From an optimization exercise on the open Yosys and OpenROAD flow, aimed at small area and a short achievable clock period; shortcuts taken in it are not production practice. Function was checked by simulation only, so behaviour that the tests miss may differ from the original. No driver is modelled on the clock port, so clock power and skew are understated where the tree is cut down; a real chip needs a root buffer or a tree. No activity file was given, so power comes from the tool's default toggle rates.

## mmio_top
module mmio_top #(
    parameter logic [31:0] MMIO_BASE   = 32'h7000_0000,
    parameter int          CAM_CREDITS = 2,
    parameter int          CMD_DEPTH   = 4
) (
    input  logic        fclk,
    input  logic        rst_n,
    input  logic [31:0] araddr,
    input  logic        arvalid,
    output logic        arready,
    output logic [31:0] rdata,
    output logic [1:0]  rresp,
    output logic        rvalid,
    input  logic        rready,
    input  logic [31:0] awaddr,
    input  logic        awvalid,
    output logic        awready,
    input  logic [31:0] wdata,
    input  logic [3:0]  wstrb,
    input  logic        wvalid,
    output logic        wready,
    output logic [1:0]  bresp,
    output logic        bvalid,
    input  logic        bready,
    output logic [31:0] frame_bytes0,
    output logic [31:0] frame_bytes1,
    output logic [31:0] frame_bytes2,
    output logic [31:0] tribuf_addr0,
    output logic [31:0] tribuf_addr1,
    output logic [31:0] tribuf_addr2,
    output logic [31:0] mmio_cmd,
    output logic        mmio_cmd_valid,
    output logic [31:0] cam0_cmd,
    output logic        cam0_cmd_valid,
    input  logic [17:0] cam0_resp,
    input  logic        cam0_resp_valid,
    output logic [31:0] cam1_cmd,
    output logic        cam1_cmd_valid,
    input  logic [17:0] cam1_resp,
    input  logic        cam1_resp_valid,
    output logic        irq
);
For scale: about 1500 cells after synthesis, ~640 flip-flops, ~0.024 mm2 of cells after synthesis.
clock: 3.5 ns
lec_check: 0
cap_margin: 20
core_margin: 2
core_utilization: 70
setup_slack_margin: 1.7
slew_margin: 20
standard.sh (not shown) runs the stock make flow with config.mk's settings and CLKGATE_MAP_FILE= SYNTH_SCRIPT=/design/flow/synth_recipe.tcl, a recipe that flattens the netlist after the stock synthesis.
==> flow/flow/run.sh <==
#!/bin/bash
# Own flow: the standard layout (standard.sh), with a few ORFS variables changed after
# synthesis (see env.sh). Synthesis runs first with no change, exactly as the standard flow.
# Each tool's output goes to a log file in this folder.
set -euo pipefail
bash standard.sh synth > synth.log 2>&1
source flow/env.sh
bash standard.sh > layout.log 2>&1
Other scripts of this flow, unchanged in this note and not shown: flow/flow/cts_tree.tcl, flow/flow/env.sh
Edit:
CORE_UTILIZATION = 65   (was 70)
SETUP_SLACK_MARGIN = 1.8   (was 1.7)
With this change the flow finished but failed the layout checks on antenna violations.
Flip-flop and latch count does not change.
Design area grows by 7.7%.
Die area grows by 7.5%.
Via count grows by 4.4%.
Worst setup slack loses 43 ps.
Clock power barely changes.
Global-route usage shrinks by 0.68 points.
Routed wire length grows by 6.3%.
Final cell count grows by 7.4%.
Edit:
PLACE_DENSITY = 0.72   (was not set)
SETUP_SLACK_MARGIN = 1.7   (was 1.8)
SLEW_MARGIN = 85   (was 20)
Now the flow produced a clean layout.
Global-route usage is higher by 0.25 points.
Total power hardly moves.
Via count rises by about 4%.
Cell area climbs by about 5%.
Flip-flop and latch count is unchanged.
Edit:
SLEW_MARGIN = 20   (was 85)
After rerunning:
- die area does not change
- wire length goes down by 14%
- worst hold slack is worse by 8.1 ps
No run of this note takes its clock network from TritonCTS; it comes from the design's own scripts or RTL.

Setup of P:
mmio_top again, from the RTL that the note above started with.
// mmio_top
module mmio_top #(
    parameter logic [31:0] MMIO_BASE   = 32'h7000_0000,
    parameter int          CAM_CREDITS = 2,
    parameter int          CMD_DEPTH   = 4
) (
    input  logic        fclk,
    input  logic        rst_n,
    input  logic [31:0] araddr,
    input  logic        arvalid,
    output logic        arready,
    output logic [31:0] rdata,
    output logic [1:0]  rresp,
    output logic        rvalid,
    input  logic        rready,
    input  logic [31:0] awaddr,
    input  logic        awvalid,
    output logic        awready,
    input  logic [31:0] wdata,
    input  logic [3:0]  wstrb,
    input  logic        wvalid,
    output logic        wready,
    output logic [1:0]  bresp,
    output logic        bvalid,
    input  logic        bready,
    output logic [31:0] frame_bytes0,
    output logic [31:0] frame_bytes1,
    output logic [31:0] frame_bytes2,
    output logic [31:0] tribuf_addr0,
    output logic [31:0] tribuf_addr1,
    output logic [31:0] tribuf_addr2,
    output logic [31:0] mmio_cmd,
    output logic        mmio_cmd_valid,
    output logic [31:0] cam0_cmd,
    output logic        cam0_cmd_valid,
    input  logic [17:0] cam0_resp,
    input  logic        cam0_resp_valid,
    output logic [31:0] cam1_cmd,
    output logic        cam1_cmd_valid,
    input  logic [17:0] cam1_resp,
    input  logic        cam1_resp_valid,
    output logic        irq
);
localparam int MMIO_WORDS = 16;
localparam logic [3:0] REG_CMD           = 4'd0;
localparam logic [3:0] REG_CAM0_CMD      = 4'd1;
localparam logic [3:0] REG_CAM1_CMD      = 4'd2;
localparam logic [3:0] REG_FRAME_BYTES0  = 4'd3;
localparam logic [3:0] REG_TRIBUF_ADDR0  = 4'd4;
localparam logic [3:0] REG_FRAME_BYTES1  = 4'd5;
localparam logic [3:0] REG_TRIBUF_ADDR1  = 4'd6;
localparam logic [3:0] REG_FRAME_BYTES2  = 4'd7;
localparam logic [3:0] REG_TRIBUF_ADDR2  = 4'd8;
localparam logic [3:0] REG_CAM0_RESP     = 4'd9;
localparam logic [3:0] REG_CAM0_RESP_CNT = 4'd10;
localparam logic [3:0] REG_CAM1_RESP     = 4'd11;
localparam logic [3:0] REG_CAM1_RESP_CNT = 4'd12;
localparam logic [3:0] REG_CAM_STATUS    = 4'd13;
localparam logic [3:0] REG_IRQ_EN        = 4'd14;
localparam logic [3:0] REG_IRQ_STAT      = 4'd15;
localparam logic [1:0] RESP_OKAY   = 2'b00;
localparam logic [1:0] RESP_SLVERR = 2'b10;
  ...
Settings: LEC_CHECK=0, CAP_MARGIN=20, CORE_MARGIN=2, CORE_UTILIZATION=65, PLACE_DENSITY=0.72, SETUP_SLACK_MARGIN=1.7, SLEW_MARGIN=20, TNS_END_PERCENT=50; clock period 3.5 ns.
Scripts as last shown in full above: flow/flow/run.sh
Other scripts of this flow, unchanged in this note and not shown: flow/flow/cts_tree.tcl, flow/flow/env.sh
Here is what was changed in the inputs of Q compared with P.
Settings: SLEW_MARGIN changed from 20 to 70; TNS_END_PERCENT removed (was 50); CAP_MARGIN changed from 20 to 50.
### Flow results
Timing endpoint of the critical path = frame_bytes2[10]: Q; timing endpoint of the critical path = rdata[4]$_DFFE_PN_: P
Going from P to Q, the post-layout instance count excluding filler cells was found to have gone down by 26.
STATUS final total power: Q wins against P
Q vs P, area growth from synthesis to final layout went down by 0.79 points.
Sort P and Q by share of cell area taken by multi-input logic gates, descending, and Q comes first.
Cell with the biggest individual delay on the critical path: a222oi_1 -> P, edfxtp_1 -> Q
Delta(final clock period utilization by the worst path, Q - P) < 0
As far as die area goes, Q and P are indistinguishable; the numbers are identical.
Compared to P, Q has design area about 0.7% lower.
Relative to P, worst setup slack for register-to-register paths increased by 0.05 ns in Q.
Power density of the placed cells was lower in the run labelled P.
For R, these inputs were changed with respect to Q:
Settings: a change of CAP_MARGIN from 50 to 20.
### Flow results
Diff R..Q | power share of the clock group | negligible. The cell count after synthesis of Q and that of R are within noise of each other. On logic gate share of total power, Q tracks R almost exactly. Re number of setup buffers added after CTS: no difference whatsoever between Q and R. R vs. Q: floorplan row count closely matched the old numbers, multi-input logic cell count closely matched the old numbers.
### R -> S
Settings: SLEW_MARGIN: 70 -> 20; PLACE_DENSITY: 0.72 -> 0.8.
## What came out
On first-iteration DRC count, R beats S.
S ends up with a sequential share of layout area that is 0.51 points lower than in R.
Per the comparison of S with R, power share of the combinational group increased 0.4 points; total length of routed met2 wires now larger; minimum clock period after layout picked up an extra 0.11 ns.
No run of this note takes its clock network from TritonCTS; it comes from the design's own scripts or RTL.

==> what the ideal ports hide <==
How much do the figures lean on ideal ports? The routed layouts below were timed once more, with nothing changed but the port constraints.
Step 1: set_driving_cell puts a clkbuf_16 on fclk and a buf_2 on each other input, an assumption about the parent block.
Step 2 moves the port delays by t, midway between the first and last clock arrival at a register: inputs arrive t later, outputs are due t later. That takes back most of the time a late clock gives input paths.
Three values: no drivers, after step 1, after step 2; two values: the first two.
| run | shift t [ns] | slack for setup (ns) | worst setup path at the end | pins driven straight from the clock port |
|---|---|---|---|---|
| the first run of note 1 | 0.510 | 1.636 / 1.606 / 1.163 | input to register | 4 |
| the second run of note 1 | 0.519 | 1.593 / 1.553 / 1.140 | input to register | 4 |
| the third run of note 1 | 0.522 | 1.590 / 1.548 / 1.117 | input to register | 4 |
| the fourth run of note 1 | 0.522 | 1.689 / 1.580 / 1.270 | input to register | 4 |
| P | 0.520 | 1.632 / 1.525 / 1.139 | input to register | 4 |
| Q | 0.510 | 1.696 / 1.588 / 1.289 | input to register | 4 |
| R | 0.510 | 1.696 / 1.588 / 1.289 | input to register | 4 |
| S | 0.520 | 1.586 / 1.561 / 1.109 | input to register | 4 |
For P, which loses most, drivers alone change the setup slack by -0.107 ns; drivers and shift together by -0.493 ns.
